Background: an optimization exercise with open tools, aiming at small area and a short achievable clock period. Do not read the settings as production practice. RTL that was checked went through simulation tests only; none was proved equivalent to the original. No functional check of the RTL was part of runs 2 and 3.

==> flow/design.v (outline; a module is shown in full before it is edited, if it fits) <==
// module nn_mac_engine: 1083 lines
// module nn_fa: 10 lines
// module nn_ha: 9 lines
// module nn_hac: 9 lines
module nn_mac_engine #(
  parameter int unsigned DW      = 8,
  parameter int unsigned N_LANES = 4,
  parameter int unsigned ACC_W   = 24,
  parameter int unsigned LEN_W   = 8,
  parameter int unsigned SH_W    = 5
) (
  input  logic                    clk,
  input  logic                    rst,
  input  logic                    start,
  input  logic [LEN_W-1:0]        len,
  input  logic [SH_W-1:0]         shift,
  input  logic                    relu_en,
  input  logic [N_LANES*DW-1:0]   in_a,
  input  logic [N_LANES*DW-1:0]   in_b,
  input  logic                    in_valid,
  output logic                    in_ready,
  output logic [DW-1:0]           out_data,
  output logic                    out_valid,
  input  logic                    out_ready,
  output logic                    busy,
  output logic                    done
);
  // ...
==> flow/flow/run.sh <==
#!/bin/bash
# Layout flow: the standard layout (standard.sh, unchanged synthesis), except that the
# buffers ORFS puts on the ports are the smallest plain buffer, buf_1, instead of the default
# delay-style buffer; the resizer may still size them up where timing needs it.
set -euo pipefail
bash standard.sh BUFFER_PORTS_ARGS="-buffer_cell sky130_fd_sc_hd__buf_1" finish > standard.log 2>&1
==> flow/standard.sh <==
#!/bin/bash
# synth_recipe.tcl (not shown) runs the flow's synth.tcl, then flattens the netlist and writes it again
# the make line also repeats each setting of config.mk as NAME=value (left out here)
make -C /OpenROAD-flow-scripts/flow DESIGN_CONFIG=/design/flow/config.mk WORK_HOME=/design/flow/orfs CLKGATE_MAP_FILE= SYNTH_SCRIPT=/design/flow/synth_recipe.tcl "${@:-finish}"
==> flow/config.mk <==
export PLATFORM = sky130hd
export DESIGN_NAME = nn_mac_engine
export DESIGN_NICKNAME = nn_mac_engine
export VERILOG_FILES = /design/flow/design.v
export SDC_FILE = /design/flow/constraint.sdc
export NUM_CORES = 4
export LEC_CHECK = 0
export ABC_CLOCK_PERIOD_IN_PS = 4000
export CAP_MARGIN = 20
export CORE_MARGIN = 2
export CORE_UTILIZATION = 40
export PLACE_DENSITY = 0.6
export SETUP_SLACK_MARGIN = 3.5
export SLEW_MARGIN = 20
export SYNTH_HIERARCHICAL = 1
==> flow/constraint.sdc <==
create_clock -name core_clock -period 7.5 [get_ports {clk}]
set_input_delay 1.5000 -clock core_clock [delete_from_list [all_inputs] [get_ports {clk}]]
set_output_delay 1.5000 -clock core_clock [all_outputs]
set_load 0.01 [all_outputs]
==> impl_results.md, run 1 <==
* Invs w/o clock at 20
* Status: timing/DRC/antenna clean
* Final core occ at 0.474
* Final wirelength at 37600 µm
* Count leader, synth: fa_1
* Crit end category: primary output
* Reg area at roughly 2800 µm²
* ANT cells at 0
* Area leader, netlist: fa_1
* CP startpoint: sh[2]
* R2r startpoint: q70
* Synth cell types at between 60 and 70
* DPL Wire Length at around 28000 µm
* Num CTS Buffers at 17
* Clock transition at path regs at ~0.070 ns
* Most flops, register: acc
* CTS max path bufs at 2
* GPL Wtd Cong at 0.933
* R2r endpoint: acc[25]
* Max reg flops at 26
* Max-Cap Viols at 0
* Number of enable flip-flop cells after synthesis at 14
* Register bit count reported by yosys at roughly 130
* Worst-Margin Slew at ~0.91 ns
* Vias at approximately 9.5k
* Synth Net Count at between 1k and 1.5k
* Seq cells at between 100 and 150
* Final setup fails at 0
* Post-synthesis simple-gate area fraction at 0.158
* Clock Skew at between 0.01 and 0.015 ns
==> run 2, diff against run 1 <==
--- a/flow/design.v
+++ b/flow/design.v
@@ -23,17 +23,16 @@
 );
   localparam int unsigned SUM_W = 26;
   logic             agg;
   logic             beat;
   logic             last;
   logic [LEN_W-1:0] cnt;
   logic [SH_W-1:0]  sh;
   logic             relu;
-  logic             v;
   logic signed [SUM_W-1:0] acc;
   logic [SUM_W-1:0] acc_fb;
   logic [SUM_W-1:0] row_a, row_b;
   assign agg  = busy & ~in_ready & ~out_valid;
   assign beat = in_valid & in_ready;
   assign last = (cnt == LEN_W'(1));
   assign done = out_valid & out_ready;
   always_ff @(posedge clk or negedge rst) begin
@@ -62,272 +61,272 @@
       cnt  <= len;
       sh   <= shift;
       relu <= relu_en;
     end else if (beat) begin
       cnt <= cnt - LEN_W'(1);
     end
   end
   logic [N_LANES*DW-1:0] a_g;
-  assign a_g = in_a & {(N_LANES*DW){beat}};
+  nn_gate #(.W(N_LANES*DW)) u_gate (.a(in_a), .en(beat), .y(a_g));
   wire pp_0_0_0 = a_g[0] & in_b[0];
   wire pp_0_0_1 = a_g[0] & in_b[1];
   wire pp_0_0_2 = a_g[0] & in_b[2];
   wire pp_0_0_3 = a_g[0] & in_b[3];
   wire pp_0_0_4 = a_g[0] & in_b[4];
   wire pp_0_0_5 = a_g[0] & in_b[5];
   wire pp_0_0_6 = a_g[0] & in_b[6];
-  wire pp_0_0_7 = beat & ~(in_a[0] & in_b[7]);
+  wire pp_0_0_7 = ~(a_g[0] & in_b[7]);
   wire pp_0_1_0 = a_g[1] & in_b[0];
   wire pp_0_1_1 = a_g[1] & in_b[1];
   wire pp_0_1_2 = a_g[1] & in_b[2];
   wire pp_0_1_3 = a_g[1] & in_b[3];
   wire pp_0_1_4 = a_g[1] & in_b[4];
   wire pp_0_1_5 = a_g[1] & in_b[5];
   wire pp_0_1_6 = a_g[1] & in_b[6];
-  wire pp_0_1_7 = beat & ~(in_a[1] & in_b[7]);
+  wire pp_0_1_7 = ~(a_g[1] & in_b[7]);
   wire pp_0_2_0 = a_g[2] & in_b[0];
   wire pp_0_2_1 = a_g[2] & in_b[1];
   wire pp_0_2_2 = a_g[2] & in_b[2];
   wire pp_0_2_3 = a_g[2] & in_b[3];
   wire pp_0_2_4 = a_g[2] & in_b[4];
   wire pp_0_2_5 = a_g[2] & in_b[5];
   wire pp_0_2_6 = a_g[2] & in_b[6];
-  wire pp_0_2_7 = beat & ~(in_a[2] & in_b[7]);
+  wire pp_0_2_7 = ~(a_g[2] & in_b[7]);
   wire pp_0_3_0 = a_g[3] & in_b[0];
   wire pp_0_3_1 = a_g[3] & in_b[1];
   wire pp_0_3_2 = a_g[3] & in_b[2];
   wire pp_0_3_3 = a_g[3] & in_b[3];
   wire pp_0_3_4 = a_g[3] & in_b[4];
   wire pp_0_3_5 = a_g[3] & in_b[5];
   wire pp_0_3_6 = a_g[3] & in_b[6];
-  wire pp_0_3_7 = beat & ~(in_a[3] & in_b[7]);
+  wire pp_0_3_7 = ~(a_g[3] & in_b[7]);
   wire pp_0_4_0 = a_g[4] & in_b[0];
   wire pp_0_4_1 = a_g[4] & in_b[1];
   wire pp_0_4_2 = a_g[4] & in_b[2];
   wire pp_0_4_3 = a_g[4] & in_b[3];
   wire pp_0_4_4 = a_g[4] & in_b[4];
   wire pp_0_4_5 = a_g[4] & in_b[5];
   wire pp_0_4_6 = a_g[4] & in_b[6];
-  wire pp_0_4_7 = beat & ~(in_a[4] & in_b[7]);
+  wire pp_0_4_7 = ~(a_g[4] & in_b[7]);
   wire pp_0_5_0 = a_g[5] & in_b[0];
   wire pp_0_5_1 = a_g[5] & in_b[1];
   wire pp_0_5_2 = a_g[5] & in_b[2];
   wire pp_0_5_3 = a_g[5] & in_b[3];
   wire pp_0_5_4 = a_g[5] & in_b[4];
   wire pp_0_5_5 = a_g[5] & in_b[5];
   wire pp_0_5_6 = a_g[5] & in_b[6];
-  wire pp_0_5_7 = beat & ~(in_a[5] & in_b[7]);
+  wire pp_0_5_7 = ~(a_g[5] & in_b[7]);
   wire pp_0_6_0 = a_g[6] & in_b[0];
   wire pp_0_6_1 = a_g[6] & in_b[1];
   wire pp_0_6_2 = a_g[6] & in_b[2];
   wire pp_0_6_3 = a_g[6] & in_b[3];
   wire pp_0_6_4 = a_g[6] & in_b[4];
   wire pp_0_6_5 = a_g[6] & in_b[5];
   wire pp_0_6_6 = a_g[6] & in_b[6];
-  wire pp_0_6_7 = beat & ~(in_a[6] & in_b[7]);
-  wire pp_0_7_0 = beat & ~(in_a[7] & in_b[0]);
-  wire pp_0_7_1 = beat & ~(in_a[7] & in_b[1]);
-  wire pp_0_7_2 = beat & ~(in_a[7] & in_b[2]);
-  wire pp_0_7_3 = beat & ~(in_a[7] & in_b[3]);
-  wire pp_0_7_4 = beat & ~(in_a[7] & in_b[4]);
-  wire pp_0_7_5 = beat & ~(in_a[7] & in_b[5]);
-  wire pp_0_7_6 = beat & ~(in_a[7] & in_b[6]);
+  wire pp_0_6_7 = ~(a_g[6] & in_b[7]);
+  wire pp_0_7_0 = ~(a_g[7] & in_b[0]);
+  wire pp_0_7_1 = ~(a_g[7] & in_b[1]);
+  wire pp_0_7_2 = ~(a_g[7] & in_b[2]);
+  wire pp_0_7_3 = ~(a_g[7] & in_b[3]);
+  wire pp_0_7_4 = ~(a_g[7] & in_b[4]);
+  wire pp_0_7_5 = ~(a_g[7] & in_b[5]);
+  wire pp_0_7_6 = ~(a_g[7] & in_b[6]);
   wire pp_0_7_7 = a_g[7] & in_b[7];
   wire pp_1_0_0 = a_g[8] & in_b[8];
   wire pp_1_0_1 = a_g[8] & in_b[9];
   wire pp_1_0_2 = a_g[8] & in_b[10];
   wire pp_1_0_3 = a_g[8] & in_b[11];
   wire pp_1_0_4 = a_g[8] & in_b[12];
   wire pp_1_0_5 = a_g[8] & in_b[13];
   wire pp_1_0_6 = a_g[8] & in_b[14];
-  wire pp_1_0_7 = beat & ~(in_a[8] & in_b[15]);
+  wire pp_1_0_7 = ~(a_g[8] & in_b[15]);
   wire pp_1_1_0 = a_g[9] & in_b[8];
   wire pp_1_1_1 = a_g[9] & in_b[9];
   wire pp_1_1_2 = a_g[9] & in_b[10];
   wire pp_1_1_3 = a_g[9] & in_b[11];
   wire pp_1_1_4 = a_g[9] & in_b[12];
   wire pp_1_1_5 = a_g[9] & in_b[13];
   wire pp_1_1_6 = a_g[9] & in_b[14];
-  wire pp_1_1_7 = beat & ~(in_a[9] & in_b[15]);
+  wire pp_1_1_7 = ~(a_g[9] & in_b[15]);
   wire pp_1_2_0 = a_g[10] & in_b[8];
   wire pp_1_2_1 = a_g[10] & in_b[9];
   wire pp_1_2_2 = a_g[10] & in_b[10];
   wire pp_1_2_3 = a_g[10] & in_b[11];
   wire pp_1_2_4 = a_g[10] & in_b[12];
   wire pp_1_2_5 = a_g[10] & in_b[13];
   wire pp_1_2_6 = a_g[10] & in_b[14];
-  wire pp_1_2_7 = beat & ~(in_a[10] & in_b[15]);
+  wire pp_1_2_7 = ~(a_g[10] & in_b[15]);
   wire pp_1_3_0 = a_g[11] & in_b[8];
   wire pp_1_3_1 = a_g[11] & in_b[9];
   wire pp_1_3_2 = a_g[11] & in_b[10];
   wire pp_1_3_3 = a_g[11] & in_b[11];
   wire pp_1_3_4 = a_g[11] & in_b[12];
   wire pp_1_3_5 = a_g[11] & in_b[13];
   wire pp_1_3_6 = a_g[11] & in_b[14];
-  wire pp_1_3_7 = beat & ~(in_a[11] & in_b[15]);
+  wire pp_1_3_7 = ~(a_g[11] & in_b[15]);
   wire pp_1_4_0 = a_g[12] & in_b[8];
   wire pp_1_4_1 = a_g[12] & in_b[9];
   wire pp_1_4_2 = a_g[12] & in_b[10];
   wire pp_1_4_3 = a_g[12] & in_b[11];
   wire pp_1_4_4 = a_g[12] & in_b[12];
   wire pp_1_4_5 = a_g[12] & in_b[13];
   wire pp_1_4_6 = a_g[12] & in_b[14];
-  wire pp_1_4_7 = beat & ~(in_a[12] & in_b[15]);
+  wire pp_1_4_7 = ~(a_g[12] & in_b[15]);
   wire pp_1_5_0 = a_g[13] & in_b[8];
   wire pp_1_5_1 = a_g[13] & in_b[9];
   wire pp_1_5_2 = a_g[13] & in_b[10];
   wire pp_1_5_3 = a_g[13] & in_b[11];
   wire pp_1_5_4 = a_g[13] & in_b[12];
   wire pp_1_5_5 = a_g[13] & in_b[13];
   wire pp_1_5_6 = a_g[13] & in_b[14];
-  wire pp_1_5_7 = beat & ~(in_a[13] & in_b[15]);
+  wire pp_1_5_7 = ~(a_g[13] & in_b[15]);
   wire pp_1_6_0 = a_g[14] & in_b[8];
   wire pp_1_6_1 = a_g[14] & in_b[9];
   wire pp_1_6_2 = a_g[14] & in_b[10];
   wire pp_1_6_3 = a_g[14] & in_b[11];
   wire pp_1_6_4 = a_g[14] & in_b[12];
   wire pp_1_6_5 = a_g[14] & in_b[13];
   wire pp_1_6_6 = a_g[14] & in_b[14];
-  wire pp_1_6_7 = beat & ~(in_a[14] & in_b[15]);
-  wire pp_1_7_0 = beat & ~(in_a[15] & in_b[8]);
-  wire pp_1_7_1 = beat & ~(in_a[15] & in_b[9]);
-  wire pp_1_7_2 = beat & ~(in_a[15] & in_b[10]);
-  wire pp_1_7_3 = beat & ~(in_a[15] & in_b[11]);
-  wire pp_1_7_4 = beat & ~(in_a[15] & in_b[12]);
-  wire pp_1_7_5 = beat & ~(in_a[15] & in_b[13]);
-  wire pp_1_7_6 = beat & ~(in_a[15] & in_b[14]);
+  wire pp_1_6_7 = ~(a_g[14] & in_b[15]);
+  wire pp_1_7_0 = ~(a_g[15] & in_b[8]);
+  wire pp_1_7_1 = ~(a_g[15] & in_b[9]);
+  wire pp_1_7_2 = ~(a_g[15] & in_b[10]);
+  wire pp_1_7_3 = ~(a_g[15] & in_b[11]);
+  wire pp_1_7_4 = ~(a_g[15] & in_b[12]);
+  wire pp_1_7_5 = ~(a_g[15] & in_b[13]);
+  wire pp_1_7_6 = ~(a_g[15] & in_b[14]);
   wire pp_1_7_7 = a_g[15] & in_b[15];
   wire pp_2_0_0 = a_g[16] & in_b[16];
   wire pp_2_0_1 = a_g[16] & in_b[17];
   wire pp_2_0_2 = a_g[16] & in_b[18];
   wire pp_2_0_3 = a_g[16] & in_b[19];
   wire pp_2_0_4 = a_g[16] & in_b[20];
   wire pp_2_0_5 = a_g[16] & in_b[21];
   wire pp_2_0_6 = a_g[16] & in_b[22];
-  wire pp_2_0_7 = beat & ~(in_a[16] & in_b[23]);
+  wire pp_2_0_7 = ~(a_g[16] & in_b[23]);
   wire pp_2_1_0 = a_g[17] & in_b[16];
   wire pp_2_1_1 = a_g[17] & in_b[17];
   wire pp_2_1_2 = a_g[17] & in_b[18];
   wire pp_2_1_3 = a_g[17] & in_b[19];
   wire pp_2_1_4 = a_g[17] & in_b[20];
   wire pp_2_1_5 = a_g[17] & in_b[21];
   wire pp_2_1_6 = a_g[17] & in_b[22];
-  wire pp_2_1_7 = beat & ~(in_a[17] & in_b[23]);
+  wire pp_2_1_7 = ~(a_g[17] & in_b[23]);
   wire pp_2_2_0 = a_g[18] & in_b[16];
   wire pp_2_2_1 = a_g[18] & in_b[17];
   wire pp_2_2_2 = a_g[18] & in_b[18];
   wire pp_2_2_3 = a_g[18] & in_b[19];
   wire pp_2_2_4 = a_g[18] & in_b[20];
   wire pp_2_2_5 = a_g[18] & in_b[21];
   wire pp_2_2_6 = a_g[18] & in_b[22];
-  wire pp_2_2_7 = beat & ~(in_a[18] & in_b[23]);
+  wire pp_2_2_7 = ~(a_g[18] & in_b[23]);
   wire pp_2_3_0 = a_g[19] & in_b[16];
   wire pp_2_3_1 = a_g[19] & in_b[17];
   wire pp_2_3_2 = a_g[19] & in_b[18];
   wire pp_2_3_3 = a_g[19] & in_b[19];
   wire pp_2_3_4 = a_g[19] & in_b[20];
   wire pp_2_3_5 = a_g[19] & in_b[21];
   wire pp_2_3_6 = a_g[19] & in_b[22];
-  wire pp_2_3_7 = beat & ~(in_a[19] & in_b[23]);
+  wire pp_2_3_7 = ~(a_g[19] & in_b[23]);
   wire pp_2_4_0 = a_g[20] & in_b[16];
   wire pp_2_4_1 = a_g[20] & in_b[17];
   wire pp_2_4_2 = a_g[20] & in_b[18];
   wire pp_2_4_3 = a_g[20] & in_b[19];
   wire pp_2_4_4 = a_g[20] & in_b[20];
   wire pp_2_4_5 = a_g[20] & in_b[21];
   wire pp_2_4_6 = a_g[20] & in_b[22];
-  wire pp_2_4_7 = beat & ~(in_a[20] & in_b[23]);
+  wire pp_2_4_7 = ~(a_g[20] & in_b[23]);
   wire pp_2_5_0 = a_g[21] & in_b[16];
   wire pp_2_5_1 = a_g[21] & in_b[17];
   wire pp_2_5_2 = a_g[21] & in_b[18];
   wire pp_2_5_3 = a_g[21] & in_b[19];
   wire pp_2_5_4 = a_g[21] & in_b[20];
   wire pp_2_5_5 = a_g[21] & in_b[21];
   wire pp_2_5_6 = a_g[21] & in_b[22];
-  wire pp_2_5_7 = beat & ~(in_a[21] & in_b[23]);
+  wire pp_2_5_7 = ~(a_g[21] & in_b[23]);
   wire pp_2_6_0 = a_g[22] & in_b[16];
   wire pp_2_6_1 = a_g[22] & in_b[17];
   wire pp_2_6_2 = a_g[22] & in_b[18];
   wire pp_2_6_3 = a_g[22] & in_b[19];
   wire pp_2_6_4 = a_g[22] & in_b[20];
   wire pp_2_6_5 = a_g[22] & in_b[21];
   wire pp_2_6_6 = a_g[22] & in_b[22];
-  wire pp_2_6_7 = beat & ~(in_a[22] & in_b[23]);
-  wire pp_2_7_0 = beat & ~(in_a[23] & in_b[16]);
-  wire pp_2_7_1 = beat & ~(in_a[23] & in_b[17]);
-  wire pp_2_7_2 = beat & ~(in_a[23] & in_b[18]);
-  wire pp_2_7_3 = beat & ~(in_a[23] & in_b[19]);
-  wire pp_2_7_4 = beat & ~(in_a[23] & in_b[20]);
-  wire pp_2_7_5 = beat & ~(in_a[23] & in_b[21]);
-  wire pp_2_7_6 = beat & ~(in_a[23] & in_b[22]);
+  wire pp_2_6_7 = ~(a_g[22] & in_b[23]);
+  wire pp_2_7_0 = ~(a_g[23] & in_b[16]);
+  wire pp_2_7_1 = ~(a_g[23] & in_b[17]);
+  wire pp_2_7_2 = ~(a_g[23] & in_b[18]);
+  wire pp_2_7_3 = ~(a_g[23] & in_b[19]);
+  wire pp_2_7_4 = ~(a_g[23] & in_b[20]);
+  wire pp_2_7_5 = ~(a_g[23] & in_b[21]);
+  wire pp_2_7_6 = ~(a_g[23] & in_b[22]);
   wire pp_2_7_7 = a_g[23] & in_b[23];
   wire pp_3_0_0 = a_g[24] & in_b[24];
   wire pp_3_0_1 = a_g[24] & in_b[25];
   wire pp_3_0_2 = a_g[24] & in_b[26];
   wire pp_3_0_3 = a_g[24] & in_b[27];
   wire pp_3_0_4 = a_g[24] & in_b[28];
   wire pp_3_0_5 = a_g[24] & in_b[29];
   wire pp_3_0_6 = a_g[24] & in_b[30];
-  wire pp_3_0_7 = beat & ~(in_a[24] & in_b[31]);
+  wire pp_3_0_7 = ~(a_g[24] & in_b[31]);
   wire pp_3_1_0 = a_g[25] & in_b[24];
   wire pp_3_1_1 = a_g[25] & in_b[25];
   wire pp_3_1_2 = a_g[25] & in_b[26];
   wire pp_3_1_3 = a_g[25] & in_b[27];
   wire pp_3_1_4 = a_g[25] & in_b[28];
   wire pp_3_1_5 = a_g[25] & in_b[29];
   wire pp_3_1_6 = a_g[25] & in_b[30];
-  wire pp_3_1_7 = beat & ~(in_a[25] & in_b[31]);
+  wire pp_3_1_7 = ~(a_g[25] & in_b[31]);
   wire pp_3_2_0 = a_g[26] & in_b[24];
   wire pp_3_2_1 = a_g[26] & in_b[25];
   wire pp_3_2_2 = a_g[26] & in_b[26];
   wire pp_3_2_3 = a_g[26] & in_b[27];
   wire pp_3_2_4 = a_g[26] & in_b[28];
   wire pp_3_2_5 = a_g[26] & in_b[29];
   wire pp_3_2_6 = a_g[26] & in_b[30];
-  wire pp_3_2_7 = beat & ~(in_a[26] & in_b[31]);
+  wire pp_3_2_7 = ~(a_g[26] & in_b[31]);
   wire pp_3_3_0 = a_g[27] & in_b[24];
   wire pp_3_3_1 = a_g[27] & in_b[25];
   wire pp_3_3_2 = a_g[27] & in_b[26];
   wire pp_3_3_3 = a_g[27] & in_b[27];
   wire pp_3_3_4 = a_g[27] & in_b[28];
   wire pp_3_3_5 = a_g[27] & in_b[29];
   wire pp_3_3_6 = a_g[27] & in_b[30];
-  wire pp_3_3_7 = beat & ~(in_a[27] & in_b[31]);
+  wire pp_3_3_7 = ~(a_g[27] & in_b[31]);
   wire pp_3_4_0 = a_g[28] & in_b[24];
   wire pp_3_4_1 = a_g[28] & in_b[25];
   wire pp_3_4_2 = a_g[28] & in_b[26];
   wire pp_3_4_3 = a_g[28] & in_b[27];
   wire pp_3_4_4 = a_g[28] & in_b[28];
   wire pp_3_4_5 = a_g[28] & in_b[29];
   wire pp_3_4_6 = a_g[28] & in_b[30];
-  wire pp_3_4_7 = beat & ~(in_a[28] & in_b[31]);
+  wire pp_3_4_7 = ~(a_g[28] & in_b[31]);
   wire pp_3_5_0 = a_g[29] & in_b[24];
   wire pp_3_5_1 = a_g[29] & in_b[25];
   wire pp_3_5_2 = a_g[29] & in_b[26];
   wire pp_3_5_3 = a_g[29] & in_b[27];
   wire pp_3_5_4 = a_g[29] & in_b[28];
   wire pp_3_5_5 = a_g[29] & in_b[29];
   wire pp_3_5_6 = a_g[29] & in_b[30];
-  wire pp_3_5_7 = beat & ~(in_a[29] & in_b[31]);
+  wire pp_3_5_7 = ~(a_g[29] & in_b[31]);
   wire pp_3_6_0 = a_g[30] & in_b[24];
   wire pp_3_6_1 = a_g[30] & in_b[25];
   wire pp_3_6_2 = a_g[30] & in_b[26];
   wire pp_3_6_3 = a_g[30] & in_b[27];
   wire pp_3_6_4 = a_g[30] & in_b[28];
   wire pp_3_6_5 = a_g[30] & in_b[29];
   wire pp_3_6_6 = a_g[30] & in_b[30];
-  wire pp_3_6_7 = beat & ~(in_a[30] & in_b[31]);
-  wire pp_3_7_0 = beat & ~(in_a[31] & in_b[24]);
-  wire pp_3_7_1 = beat & ~(in_a[31] & in_b[25]);
-  wire pp_3_7_2 = beat & ~(in_a[31] & in_b[26]);
-  wire pp_3_7_3 = beat & ~(in_a[31] & in_b[27]);
-  wire pp_3_7_4 = beat & ~(in_a[31] & in_b[28]);
-  wire pp_3_7_5 = beat & ~(in_a[31] & in_b[29]);
-  wire pp_3_7_6 = beat & ~(in_a[31] & in_b[30]);
+  wire pp_3_6_7 = ~(a_g[30] & in_b[31]);
+  wire pp_3_7_0 = ~(a_g[31] & in_b[24]);
+  wire pp_3_7_1 = ~(a_g[31] & in_b[25]);
+  wire pp_3_7_2 = ~(a_g[31] & in_b[26]);
+  wire pp_3_7_3 = ~(a_g[31] & in_b[27]);
+  wire pp_3_7_4 = ~(a_g[31] & in_b[28]);
+  wire pp_3_7_5 = ~(a_g[31] & in_b[29]);
+  wire pp_3_7_6 = ~(a_g[31] & in_b[30]);
   wire pp_3_7_7 = a_g[31] & in_b[31];
   wire xs1, xc2;
   nn_fa u_xs1 (.a(pp_0_0_1), .b(pp_0_1_0), .ci(pp_1_0_1), .s(xs1), .co(xc2));
   wire xs3, xc4;
   nn_fa u_xs3 (.a(pp_0_0_2), .b(pp_0_1_1), .ci(pp_0_2_0), .s(xs3), .co(xc4));
   wire xs5, xc6;
   nn_fa u_xs5 (.a(pp_1_0_2), .b(pp_1_1_1), .ci(pp_1_2_0), .s(xs5), .co(xc6));
   wire xs7, xc8;
@@ -760,21 +759,21 @@
   nn_fa u_ys433 (.a(q55), .b(q56), .ci(q57), .s(ys433), .co(yc434));
   wire ys435, yc436;
   nn_fa u_ys435 (.a(acc_fb[9]), .b(yc422), .ci(yc424), .s(ys435), .co(yc436));
   wire ys437, yc438;
   nn_fa u_ys437 (.a(ys431), .b(ys433), .ci(yc426), .s(ys437), .co(yc438));
   wire ys439, yc440;
   nn_fa u_ys439 (.a(ys435), .b(yc428), .ci(ys437), .s(ys439), .co(yc440));
   wire ys441, yc442;
-  nn_fa u_ys441 (.a(q58), .b(q59), .ci(q60), .s(ys441), .co(yc442));
+  nn_fa1 u_ys441 (.a(q58), .b(q59), .s(ys441), .co(yc442));
   wire ys443, yc444;
-  nn_fa u_ys443 (.a(q61), .b(q62), .ci(q63), .s(ys443), .co(yc444));
+  nn_fa u_ys443 (.a(q60), .b(q61), .ci(q62), .s(ys443), .co(yc444));
   wire ys445, yc446;
-  nn_fa u_ys445 (.a(v), .b(acc_fb[10]), .ci(yc432), .s(ys445), .co(yc446));
+  nn_fa u_ys445 (.a(q63), .b(acc_fb[10]), .ci(yc432), .s(ys445), .co(yc446));
   wire ys447, yc448;
   nn_fa u_ys447 (.a(yc434), .b(ys441), .ci(ys443), .s(ys447), .co(yc448));
   wire ys449, yc450;
   nn_fa u_ys449 (.a(yc436), .b(ys445), .ci(ys447), .s(ys449), .co(yc450));
   wire ys451, yc452;
   nn_ha u_ys451 (.a(yc438), .b(ys449), .s(ys451), .co(yc452));
   wire ys453, yc454;
   nn_fa u_ys453 (.a(q64), .b(q65), .ci(q66), .s(ys453), .co(yc454));
@@ -832,33 +831,41 @@
   nn_fa u_ys505 (.a(yc494), .b(ys503), .ci(yc496), .s(ys505), .co(yc506));
   wire ys507, yc508;
   nn_ha u_ys507 (.a(yc498), .b(ys505), .s(ys507), .co(yc508));
   wire ys509, yc510;
   nn_fa u_ys509 (.a(acc_fb[16]), .b(yc502), .ci(yc504), .s(ys509), .co(yc510));
   wire ys511, yc512;
   nn_ha u_ys511 (.a(ys509), .b(yc506), .s(ys511), .co(yc512));
   wire ys513, yc514;
-  nn_fa u_ys513 (.a(v), .b(acc_fb[17]), .ci(yc510), .s(ys513), .co(yc514));
+  nn_fa1 u_ys513 (.a(acc_fb[17]), .b(yc510), .s(ys513), .co(yc514));
   wire ys515, yc516;
-  nn_ha u_ys515 (.a(v), .b(acc_fb[18]), .s(ys515), .co(yc516));
+  assign ys515 = ~acc_fb[18];
+  assign yc516 = acc_fb[18];
   wire ys517, yc518;
-  nn_ha u_ys517 (.a(v), .b(acc_fb[19]), .s(ys517), .co(yc518));
+  assign ys517 = ~acc_fb[19];
+  assign yc518 = acc_fb[19];
   wire ys519, yc520;
-  nn_ha u_ys519 (.a(v), .b(acc_fb[20]), .s(ys519), .co(yc520));
+  assign ys519 = ~acc_fb[20];
+  assign yc520 = acc_fb[20];
   wire ys521, yc522;
-  nn_ha u_ys521 (.a(v), .b(acc_fb[21]), .s(ys521), .co(yc522));
+  assign ys521 = ~acc_fb[21];
+  assign yc522 = acc_fb[21];
   wire ys523, yc524;
-  nn_ha u_ys523 (.a(v), .b(acc_fb[22]), .s(ys523), .co(yc524));
+  assign ys523 = ~acc_fb[22];
+  assign yc524 = acc_fb[22];
   wire ys525, yc526;
-  nn_ha u_ys525 (.a(v), .b(acc_fb[23]), .s(ys525), .co(yc526));
+  assign ys525 = ~acc_fb[23];
+  assign yc526 = acc_fb[23];
   wire ys527, yc528;
-  nn_ha u_ys527 (.a(v), .b(acc_fb[24]), .s(ys527), .co(yc528));
+  assign ys527 = ~acc_fb[24];
+  assign yc528 = acc_fb[24];
   wire ys529, yc530;
-  nn_ha u_ys529 (.a(v), .b(acc_fb[25]), .s(ys529), .co(yc530));
+  assign ys529 = ~acc_fb[25];
+  assign yc530 = acc_fb[25];
   logic q0;
   logic q1;
   logic q2;
   logic q3;
   logic q4;
   logic q5;
   logic q6;
   logic q7;
@@ -940,17 +947,16 @@
   logic q83;
   logic q84;
   logic q85;
   logic q86;
   logic q87;
   logic q88;
   logic q89;
   always_ff @(posedge clk) begin
-      v <= beat;
       q0 <= pp_0_0_0;
       q1 <= pp_1_0_0;
       q2 <= pp_2_0_0;
       q3 <= pp_3_0_0;
       q4 <= pp_1_1_0;
       q5 <= pp_2_0_1;
       q6 <= pp_2_1_0;
       q7 <= pp_3_0_1;
@@ -1104,8 +1110,26 @@
   input  logic a,
   input  logic b,
   output logic s,
   output logic co
 );
   assign s  = ~(a ^ b);
   assign co = a | b;
 endmodule
+module nn_fa1 (
+  input  logic a,
+  input  logic b,
+  output logic s,
+  output logic co
+);
+  assign s  = ~(a ^ b);
+  assign co = a | b;
+endmodule
+module nn_gate #(
+  parameter int unsigned W = 32
+) (
+  input  logic [W-1:0] a,
+  input  logic         en,
+  output logic [W-1:0] y
+);
+  assign y = a & {W{en}};
+endmodule
==> impl_results.md, run 2 <==
* Fraction of layout cells with a size suffix above 1 at 0.203 (was 0.174)
* Reg area at 2820 µm² (was 2840 µm²)
* Footprint of the multi-input gates at 9830 µm² (was 9880 µm²)
* Final core occ at 0.473 (was 0.474)
* First-pass GRT wire length at 51100 µm (was 58300 µm)
* TritonCTS Sinks at 133 (was 134)
* Mapped Cells at 1096 (was 1117)
* Initial core utilization at 0.405 (was 0.407)
* Grt ovf at 0 (unchanged)
* Hold_ws at 0.560 ns (was 0.549 ns)
* Routed len/inst at 20.6 µm (was 23.3 µm)
* Avg Cell Area, Syn at 11.3 µm² (was 11.2 µm²)
* Max-Cap Viols at 0 (unchanged)
* Synth top area share at 0.386 (was 0.385)
* Number of enable flip-flop cells after synthesis at 14 (unchanged)
* ANT nets after route at 0 (unchanged)
* Worst Path Max Fanout at 4 (was 7)
* RSZ-0062 raised after global routing: true (unchanged)
* Final Cycle Share at 0.527 (was 0.543)
* Fin. max-slew vios at 0 (unchanged)
* Detailed router's first-iteration violation count at 601 (was 697)
* Fmax at 253 MHz (was 246 MHz)
* GPL Wtd Cong at 0.886 (was 0.933)
* CTS tree: yes (unchanged)
* Clock Skew at 0.0199 ns (was 0.0150 ns)
* Ys async rst share at 0.0226 (was 0.0224)
* Sequential share of the synthesized area at 0.228 (about the same)
* Arrival time at the worst endpoint at 4.32 ns (was 2.57 ns)
* Largest net degree at the start of global routing at 39 (was 83)
* Post-synth top cells: fa_1 (238), and2_1 (207), dfxtp_1 (116) (was fa_1 (240), and3_1 (200), dfxtp_1 (117))
* Area growth from synthesis to final layout at 17.0% (was 16.6%)
* Drt pass-1 iters at 7 (was 5)
* Final wirelength at 33500 µm (was 37600 µm)
* Startpoint Class: flop (unchanged)
* Core Box Area at 30500 µm² (was 30700 µm²)
* Fin crit period at 3.95 ns (was 4.07 ns)
* Register bit count reported by yosys at 133 (was 134)
* Synth cell types at 64 (was 68)
* Clk root buf: clkbuf_16 (unchanged)
* DRC violations left at 0 (unchanged)
* Commonest non-fill, non-tap cell in the layout: and2_1 (was and3_1)
* Clock transition at path regs at 0.07 ns (about the same)
* Post-Syn Area at 12300 µm² (was 12500 µm²)
* Final instance area at 14400 µm² (was 14500 µm²)
* Fillers at 2784 (was 2799)
* Vias per cell at 5.26 (was 5.87)
* FP Rows at 64 (unchanged)
* Synth Net Count at 1464 (was 1493)
* Vias in the first global route at 8777 (was 9987)
* Status: timing/DRC/antenna clean (unchanged)
* Most flops, register: acc (unchanged)
* Hold Path Class: reg -> reg (unchanged)
* Slew headroom at 0.653 (was 0.385)
* Dpl cell area at 13200 µm² (about the same)
* Post-Layout Cell Count at 1621 (was 1611)
* Setup TNS at 0 ns (unchanged)
* CP Data Required Time at 7.87 ns (was 6.00 ns)
* Inst Count DP at 1555 (was 1549)
* Die area at 32300 µm² (was 32600 µm²)
* Ys Warns at 7 (unchanged)
* Most frequent cells in the layout: and2_1 (195), fa_1 (168), dfxtp_1 (113) (was and3_1 (193), fa_1 (187), dfxtp_1 (114))
* Count leader, synth: fa_1 (unchanged)
* Global Route Usage Sum at 0.210 (was 0.235)
* Final Hold Viols at 0 (unchanged)
* Worst-Margin Slew at 0.521 ns (was 0.914 ns)
* Max reg flops at 26 (unchanged)
* Biggest regs: acc: 26 flops, cnt: 8 flops, sh: 5 flops (unchanged)
* Area leader, netlist: fa_1 (unchanged)
* R2r startpoint: q15 (was q70)
* Ports at 95 (unchanged)
* Num CTS Buffers at 17 (unchanged)
* CTS max path bufs at 2 (unchanged)
* Crit end category: flop (was primary output)
* Die width at 180 µm (was 181 µm)
* Worst hold start: out_valid (unchanged)
* Nets@finish at 1579 (was 1578)
* CP startpoint: q15 (was sh[2])
* Port buffer count at 94 (unchanged)
* Vias at 8520 (was 9452)
* Main flop type after synthesis: dfxtp_1 (unchanged)
* H-tree depth at 4 (unchanged)
* Worst skew pair latency at 0.44 ns (about the same)
* DPL Wire Length at 26300 µm (was 27800 µm)
* Final setup fails at 0 (unchanged)
* Die Y at 180 µm (was 181 µm)
* Crit Path Category: reg -> reg (was reg -> out)
* Antenna violations before repair at 0 (was 1)
* Synth area leaders: fa_1 (39%), dfxtp_1 (19%), and2_1 (10%), ha_1 (4.8%), edfxtp_1 (3.4%) (was fa_1 (39%), dfxtp_1 (19%), and3_1 (10%), ha_1 (5.3%), a21oi_1 (3.9%))
-- run 2: modules after synthesis, one instance, submodules excluded, a selection --
module         copies in the design  cells inside  flip-flops and latches  area [µm²]
nn_fa                           237             1                       0        20.0
nn_mac_engine                     1           796                     133        7060
nn_ha                            18             1                       0        12.5
nn_fa1                            2             5                       0        27.5
-- run 2: path summary, 6_finish.rpt --
| check | end | slack (ns) | depth (start not counted) |
|---|---|---|---|
| worst min-delay path | out_valid | 0.56 | 2 |
| worst max-delay path | acc[18] | 3.55 | 12 |
| worst min register to register | out_valid | 0.56 | 2 |
| max in group asynchronous | in_ready | 6.48 | 1 |
| min in group asynchronous | busy | 0.86 | 1 |
| worst max register to register | acc[18] | 3.55 | 12 |
-- run 2: layout make-up --
class | instances | area share
Antenna cell | 1 | 0.000173
Sequential cell | 133 | 0.196
Timing Repair Buffer | 125 | 0.0423
Tap cell | 396 | 0.0343
Clock inverter | 15 | 0.0109
Multi-Input combinational cell | 910 | 0.681
Inverter | 24 | 0.00624
Clock buffer | 17 | 0.0295
-- run 2: cell families after synthesis --
kind of cell,count (synthesis),synth area share
AND/OR/NAND/NOR,422,0.190
adder cells (fa/ha/maj),285,0.434
AO/OA/AOI/OAI,140,0.0738
flip-flops,133,0.228
buffers and inverters,57,0.0196
multiplexers,34,0.0366
XOR/XNOR,25,0.0177
-- run 2: critical path, stage by stage (launching register included) --
cell and delay, ns:
dfxtp_2 0.32, fa_2 0.41, fa_2 0.37, fa_1 0.51, fa_1 0.60, ha_4 0.22
a21o_1 0.17, a21oi_1 0.15, nand2_1 0.16, a21oi_4 0.26, o21ai_1 0.19, a41oi_1 0.31
mux2i_1 0.20
-- run 2: layer usage --
metal | GRT usage | vias up | share of wire | wire length, µm
met2 | 0.357 | 223 | 0.52 | 17300
met1 | 0.280 | 4414 | 0.43 | 14300
met4 | 0.0488 | 0 | 0.014 | 465
li1 | - | 3854 | - | -
met5 | 0 | - | 0 | 0
met3 | 0.0353 | 29 | 0.041 | 1360
-- run 2: stage by stage --
stage / worst slack (ns)
4_1_cts: 3.51
6_report: 3.55
5_1_grt: 3.44
3_5_place_dp: 2.95
2_1_floorplan: 3.36
3_3_place_gp: 2.98
-- run 2: repair_timing --
item	CTS	global route
endpoints found under the setup margin	26	26
hold buffers	0	0
resized for setup	33	56
pin swaps	10	28
hold endpoints to repair	0	0
buffers inserted	17	12
gates cloned	2	2
==> run 3, diff against run 2 <==
--- a/flow/config.mk
+++ b/flow/config.mk
@@ -10,4 +10,4 @@
 export CORE_MARGIN = 2
-export CORE_UTILIZATION = 40
-export PLACE_DENSITY = 0.6
+export CORE_UTILIZATION = 60
+export PLACE_DENSITY = 0.75
 export SETUP_SLACK_MARGIN = 3.5
==> impl_results.md, run 3 <==
* Fin. max-slew vios at 0 (unchanged)
* Fraction of layout cells with a size suffix above 1 at 0.194 (was 0.203)
* Clock Skew at 0.0104 ns (was 0.0199 ns)
* Ys async rst share at 0.0226 (unchanged)
* Hold_ws at 0.549 ns (was 0.560 ns)
* Worst-Margin Slew at 0.861 ns (was 0.521 ns)
* Drt pass-1 iters at 5 (was 7)
* DRC violations left at 0 (unchanged)
* Count leader, synth: fa_1 (unchanged)
* Num CTS Buffers at 17 (unchanged)
* Met1 Usage GRT at 0.418 (was 0.280)
* Setup TNS at 0 ns (unchanged)
* Initial core utilization at 0.610 (was 0.405)
* Max-Cap Viols at 0 (unchanged)
* DPL Wire Length at 24500 µm (was 26300 µm)
* Die width at 147 µm (was 180 µm)
* CP Data Required Time at 7.80 ns (was 7.87 ns)
* Biggest regs: acc: 26 flops, cnt: 8 flops, sh: 5 flops (unchanged)
* Synth area leaders: fa_1 (39%), dfxtp_1 (19%), and2_1 (10%), ha_1 (4.8%), edfxtp_1 (3.4%) (unchanged)
* ANT nets after route at 0 (unchanged)
* Detailed router's first-iteration violation count at 610 (was 601)
* Nets@finish at 1572 (was 1579)
* Status: timing/DRC/antenna clean (unchanged)
* RSZ-0062 raised after global routing: true (unchanged)
* Most frequent cells in the layout: and2_1 (194), fa_1 (168), dfxtp_1 (114) (was and2_1 (195), fa_1 (168), dfxtp_1 (113))
* Ys Warns at 7 (unchanged)
* Largest net degree at the start of global routing at 39 (unchanged)
* FP Rows at 52 (was 64)
* Crit Path Category: in -> reg (was reg -> reg)
* H-tree depth at 4 (unchanged)
* Register bit count reported by yosys at 133 (unchanged)
* Crit end category: flop (unchanged)
* Mapped Cells at 1096 (unchanged)
* Fmax at 252 MHz (was 253 MHz)
* Area leader, netlist: fa_1 (unchanged)
* Sequential share of the synthesized area at 0.228 (unchanged)
* Final setup fails at 0 (unchanged)
* Routed len/inst at 21.5 µm (was 20.6 µm)
* Hold-fix buffers, CTS at 0 (unchanged)
* Inst Count DP at 1428 (was 1555)
* ANT cells at 0 (was 1)
* Gr busiest metal: met2 (unchanged)
* Most flops, register: acc (unchanged)
* Clk root buf: clkbuf_16 (unchanged)
* Final Hold Viols at 0 (unchanged)
* Avg Cell Area, Syn at 11.3 µm² (unchanged)
* Core Box Area at 20200 µm² (was 30500 µm²)
* Port buffer count at 94 (unchanged)
* Ports at 95 (unchanged)
* Grt met3 use at 0.0528 (was 0.0353)
* Global Route Usage Sum at 0.304 (was 0.210)
* Main flop type after synthesis: dfxtp_1 (unchanged)
* Area growth from synthesis to final layout at 15.6% (was 17.0%)
* Final wirelength at 32000 µm (was 33500 µm)
* GPL Wtd Cong at 0.918 (was 0.886)
* Die area at 21700 µm² (was 32300 µm²)
* Arrival time at the worst endpoint at 4.27 ns (was 4.32 ns)
* Vias at 8700 (was 8520)
* Antenna violations before repair at 0 (unchanged)
* Synth cell types at 64 (unchanged)
* Synth Net Count at 1464 (unchanged)
* CTS tree: yes (unchanged)
* Hold Path Class: reg -> reg (unchanged)
* Number of enable flip-flop cells after synthesis at 14 (unchanged)
* Clock transition at path regs at 0.06 ns (was 0.07 ns)
* First-pass GRT wire length at 49100 µm (was 51100 µm)
* Post-synth top cells: fa_1 (238), and2_1 (207), dfxtp_1 (116) (unchanged)
* Fin crit period at 3.97 ns (was 3.95 ns)
* Worst Path Max Fanout at 8 (was 4)
* Post-Syn Area at 12300 µm² (unchanged)
* Worst skew pair latency at 0.43 ns (was 0.44 ns)
* TritonCTS Sinks at 133 (unchanged)
* Final Cycle Share at 0.530 (was 0.527)
* Commonest non-fill, non-tap cell in the layout: and2_1 (unchanged)
* Slew headroom at 0.422 (was 0.653)
* Grt ovf at 0 (unchanged)
* Vias in the first global route at 8967 (was 8777)
* CTS max path bufs at 2 (unchanged)
* Synth top area share at 0.386 (unchanged)
* Post-Layout Cell Count at 1486 (was 1621)
* Die Y at 147 µm (was 180 µm)
* M2 GR Usage at 0.493 (was 0.357)
* Max reg flops at 26 (unchanged)
* Startpoint Class: input pin (was flop)
* Vias per cell at 5.85 (was 5.26)
## run 3: metrics by stage
stage	instance area [µm²]	util	setup slack (ns)
floorplan	12600	-	3.36
global placement	13100	0.646	3.05
detailed placement	13100	0.646	2.99
CTS	14000	0.690	3.48
global route	14300	0.705	3.43
finish	14300	0.705	3.53
## run 3: logic make-up after synthesis
logic type / share of synthesized area
and+or+nand+nor: 0.190
adders and majority gates: 0.434
AOI/OAI and AO/OA: 0.0738
DFF: 0.228
buffers and inverters: 0.0196
muxes: 0.0366
xor gates and xnor gates: 0.0177
## run 3: per-module statistics from Yosys, one instance, submodules excluded, a selection
module / copies in the design / cell area (µm²) / cells / flip-flops and latches
nn_fa1: 2 / 27.5 / 5 / 0
nn_fa: 237 / 20.0 / 1 / 0
nn_mac_engine: 1 / 7060 / 796 / 133
nn_ha: 18 / 12.5 / 1 / 0
## run 3: worst max-delay path, cell delays in order
cell and delay [ns]:
buf_2 0.15, and2_4 0.22, and2_4 0.21, and2_1 0.18
fa_2 0.41, fa_1 0.58, fa_2 0.47, ha_1 0.23
ha_1 0.30
## run 3: routing by layer
| layer | vias up | wire [µm] |
|---|---|---|
| met5 | - | 0 |
| met4 | 0 | 992 |
| met3 | 67 | 1920 |
| met2 | 364 | 15800 |
| met1 | 4418 | 13300 |
| li1 | 3851 | - |
## run 3: final timing paths
path / startpoint / cells past startpoint / to / slack [ns]
worst max register to register: q18 / 13 / acc[19] / 3.60
worst min register to register: out_valid / 2 / out_valid / 0.55
worst min-delay path: out_valid / 2 / out_valid / 0.55
worst max-delay path: in_valid / 9 / q57 / 3.53
max in group asynchronous: rst / 1 / busy / 6.47
min in group asynchronous: rst / 1 / out_valid / 0.87
## run 3: final cells by class
class | count | area [µm²]
clock buffers | 17 | 425
fillers | 1485 | 5970
flip-flops and latches | 133 | 2820
repair buffers | 118 | 561
well taps | 270 | 338
inverters | 24 | 90.1
multi-input cells | 910 | 9830
clock inverters | 14 | 199
## run 3: timing repair
item                       CTS  global route
resized for setup           25            56
setup endpoints to repair   22            24
buffers inserted            13            10
hold endpoints to repair     0             0
cloned                       2             2
pin swaps                    5            24

[re-timing with driven ports]
The flow's constraints put no driver on any port. The routed layouts listed below were extracted and timed again, unchanged, in two steps. Step 1 sets driving cells, clkbuf_16 on the clock port and buf_2 on the other inputs (assumed; they add their load-dependent delay and slew). Step 2 adds t to the input delays and takes it off the output delays; t is the mean of the earliest and latest rising clock arrival at the registers after step 1. Input paths then give back, and output paths get back, about the clock's delay inside the block. Three values: ideal ports, drivers, drivers and shift; two values: the first two.
| run | t, ns | setup WS [ns] | hold WS [ns] | worst data-port slew with drivers (ns) | cell pins on the clock port's net |
|---|---|---|---|---|---|
| run 1 | 0.477 | 3.428 / 3.380 / 3.079 | 0.549 / 0.549 / 0.549 | 0.04 | 1 |
| run 2 | 0.475 | 3.546 / 3.530 / 3.108 | 0.560 / 0.560 / 0.560 | 0.05 | 1 |
| run 3 | 0.468 | 3.525 / 3.535 / 3.084 | 0.549 / 0.549 / 0.549 | 0.04 | 1 |
After both steps setup and hold are still met in every run listed. For run 3, which loses most, drivers alone change the setup slack by +0.010 ns; drivers and shift together by -0.441 ns.
